From an optimization exercise on the open Yosys and OpenROAD flow, aimed at small area, a short achievable clock period and few clock cycles per item; shortcuts taken in it are not production practice.
No run shown here included a check of the RTL's function; only the layout flow was run.
Power figures rest on the tool's default switching activity, not on a simulated workload.

==> flow/design.v (outline; a module is shown in full before it is edited, if it fits) <==
// module booth_csa_tree: 1108 lines
// module booth_cpa: 472 lines
// module booth_fa: 4 lines
// module booth_ha: 4 lines
// module booth_or2: 3 lines
// module booth_xnor: 3 lines
// module booth_maj: 3 lines
// module booth_xor2: 3 lines
// module booth_nand2: 3 lines
// module booth_nor2: 3 lines
// module booth_inv: 3 lines
// module booth_aoi21: 3 lines
// module booth_oai21: 3 lines
// module booth_pp_accumulator: 64 lines
module booth_pp_accumulator
(
    input  logic                            Clk,
    input  logic                            Reset,
    input  logic                            In_Valid,
    output logic                            In_Ready,
    input  logic [booth_acc_pkg::PP_W-1:0]  PP0,
    input  logic [booth_acc_pkg::PP_W-1:0]  PP1,
    input  logic [booth_acc_pkg::PP_W-1:0]  PP2,
    input  logic [booth_acc_pkg::PP_W-1:0]  PP3,
    input  logic [booth_acc_pkg::PP_W-1:0]  PP4,
    input  logic [booth_acc_pkg::PP_W-1:0]  PP5,
    input  logic [booth_acc_pkg::PP_W-1:0]  PP6,
    input  logic [booth_acc_pkg::PP_W-1:0]  PP7,
    input  logic [booth_acc_pkg::PP_W-1:0]  PP8,
    input  logic [booth_acc_pkg::PP_W-1:0]  PP9,
    input  logic [booth_acc_pkg::PP_W-1:0]  PP10,
    input  logic [booth_acc_pkg::PP_W-1:0]  PP11,
    input  logic [booth_acc_pkg::PP_W-1:0]  PP12,
    input  logic [booth_acc_pkg::PP_W-1:0]  PP13,
    input  logic [booth_acc_pkg::PP_W-1:0]  PP14,
    input  logic [booth_acc_pkg::PP_W-1:0]  PP15,
    input  logic [31:0]                     PP16,
    input  logic [15:0]                     Error_Correction,
    output logic                            Out_Valid,
    input  logic                            Out_Ready,
    output logic [booth_acc_pkg::PROD_W-1:0] Product,
    output logic                            Busy
);
  // ...
==> flow/flow/run.sh <==
#!/bin/bash
# Own layout flow: the standard ORFS flow (standard.sh: its synthesis, floorplan,
# placement, CTS and routing), with two changes:
#  - the I/O port buffers that global placement inserts (one per input and output port,
#    as in the standard flow) are sky130_fd_sc_hd__buf_1 instead of the delay-cell buffer
#    buffer_ports picks by default;
#  - before floorplanning, gates that synthesis sized up are put back at their smallest
#    drive strength (flow/pre_floorplan.tcl); repair then sizes up what timing needs.
# Every tool's output goes to the ORFS logs under orfs/logs and to flow_run.log here.
set -euo pipefail
here=$(cd "$(dirname "$0")" && pwd)
export BUFFER_PORTS_ARGS="-buffer_cell sky130_fd_sc_hd__buf_1"
export PRE_FLOORPLAN_TCL="$here/pre_floorplan.tcl"
bash standard.sh finish > flow_run.log 2>&1
==> flow/flow/pre_floorplan.tcl <==
# Before floorplanning: put the one-cell modules' gates that synthesis sized up back at
# their smallest drive strength (same function); later repair sizes up what timing needs.
set db [ord::get_db]
set swaps {
  sky130_fd_sc_hd__maj3_2  sky130_fd_sc_hd__maj3_1
  sky130_fd_sc_hd__a21oi_2 sky130_fd_sc_hd__a21oi_1
}
set n 0
foreach inst [[ord::get_db_block] getInsts] {
  set name [[$inst getMaster] getName]
  if { [dict exists $swaps $name] } {
    $inst swapMaster [$db findMaster [dict get $swaps $name]]
    incr n
  }
}
puts "pre_floorplan: resized $n cells to the smallest drive strength"
==> flow/standard.sh <==
#!/bin/bash
# synth_recipe.tcl (not shown) runs the flow's synth.tcl, then flattens the netlist and writes it again
# the make line also repeats each setting of config.mk as NAME=value (left out here)
make -C /OpenROAD-flow-scripts/flow DESIGN_CONFIG=/design/flow/config.mk WORK_HOME=/design/flow/orfs CLKGATE_MAP_FILE= SYNTH_SCRIPT=/design/flow/synth_recipe.tcl "${@:-finish}"
==> flow/config.mk <==
export PLATFORM = sky130hd
export DESIGN_NAME = booth_pp_accumulator
export DESIGN_NICKNAME = booth_pp_accumulator
export VERILOG_FILES = /design/flow/design.v
export SDC_FILE = /design/flow/constraint.sdc
export NUM_CORES = 4
export LEC_CHECK = 0
export CAP_MARGIN = 20
export CORE_MARGIN = 2
export CORE_UTILIZATION = 40
export CTS_BUF_LIST = sky130_fd_sc_hd__clkbuf_4 sky130_fd_sc_hd__clkbuf_8
export SETUP_SLACK_MARGIN = 1.0
export SLEW_MARGIN = 20
export SYNTH_HIERARCHICAL = 1
export SYNTH_MINIMUM_KEEP_SIZE = 0
==> flow/constraint.sdc <==
create_clock -name core_clock -period 5.0 [get_ports {Clk}]
set_input_delay 1.0000 -clock core_clock [delete_from_list [all_inputs] [get_ports {Clk}]]
set_output_delay 1.0000 -clock core_clock [all_outputs]
set_load 0.01 [all_outputs]
==> flow_summary.json, run 1 <==
{
  "syn_area_per_cell_sq_um": 10.8,
  "r2r_start": "busy",
  "p_seq_frac": 0.163,
  "crit_type": "input pin to register",
  "status": "timing/DRC/antenna clean",
  "synthCells": 1718,
  "drt_iter0_markers": 408,
  "final_antenna_net_count": 0,
  "layout_common_cells": "662 x buf_1, 478 x xnor2_1, 209 x fa_1",
  "reg.largest.list": "x_r x64, y_r x27, busy x1",
  "cp.depth": 8,
  "critPathMaxFanout": 2,
  "buf_share": 0.118,
  "routed_wl_mm": 51.5,
  "seq_cell_count": 92,
  "fill_cells": 4430,
  "gp_congestion": 0.887,
  "clkCellAreaFrac": 0.00809,
  "row_count": 78,
  "wl_met1_mm": 19.8,
  "synth_area_sq_mm": 0.0185,
  "pwr-share-clk": 0.035,
  "end_kind": "register",
  "start_util": 0.407,
  "fin_crit_sh": 0.785,
  "power.leakage_nw": 6.76,
  "place_area_sq_mm": 0.0210,
  "place_hpwl_mm": 48.1,
  "drcViolationCount": 0,
  "largest_reg_flops": 64,
  "num-multi-input-gates": 1398,
  "cts_made_buffers": 9,
  "instances_no_fill": 2844
}
==> inputs of run 2 (changes only) <==
--- a/flow/config.mk
+++ b/flow/config.mk
@@ -7,7 +7,7 @@
 export LEC_CHECK = 0
 export CAP_MARGIN = 20
 export CORE_MARGIN = 2
-export CORE_UTILIZATION = 40
+export CORE_UTILIZATION = 60
 export CTS_BUF_LIST = sky130_fd_sc_hd__clkbuf_4 sky130_fd_sc_hd__clkbuf_8
 export SETUP_SLACK_MARGIN = 1.0
 export SLEW_MARGIN = 20
==> run 2 against run 1 <==
Synthesized cell count stayed put. Area after synthesis stayed put. The run now fails in I/O pin placement.
==> flow_summary.json, run 2 <==
{
  "error": "[ERROR PPL-0024] Number of IO pins (663) exceeds maximum number of available positions (644). Increase the die perimeter from 719.16um to 901.68um.",
  "synthCells": 1718,
  "syn_area_per_cell_sq_um": 10.8,
  "status": "aborted with a tool error",
  "row_count": 64,
  "die_width_um": 180,
  "die_h_um": 180,
  "ys_warn_count": 7,
  "start_util": 0.608,
  "synth_nets": 2624,
  "haltStage": "I/O pin placement",
  "synth_area_sq_mm": 0.0185
}

-- port drivers added, routing unchanged --
The results above use ideal ports. As a check the final layout listed here was re-extracted and re-timed, cells and wires unchanged.
Step 1, drivers: a clkbuf_16 drives Clk and a buf_2 each remaining input, both assumed.
Step 2, shift: input delay + t, output delay - t, t = (earliest + latest rising clock arrival at the registers) / 2. This alone moves slack from input paths to output paths.
a / b / c = ideal / step 1 / step 2; a / b = the first two.
run: run 1
shift t [ns]: 0.426
setup slack, ns: 1.073 / 1.091 / 0.665
clock arrival spread, ns: 0.015 / 0.016
worst data-port slew with drivers (ns): 0.14
cell pins on the clock port's net: 1
After both steps run 1 still meets setup and hold. For run 1, drivers alone change the setup slack by +0.018 ns; drivers and shift together by -0.408 ns.
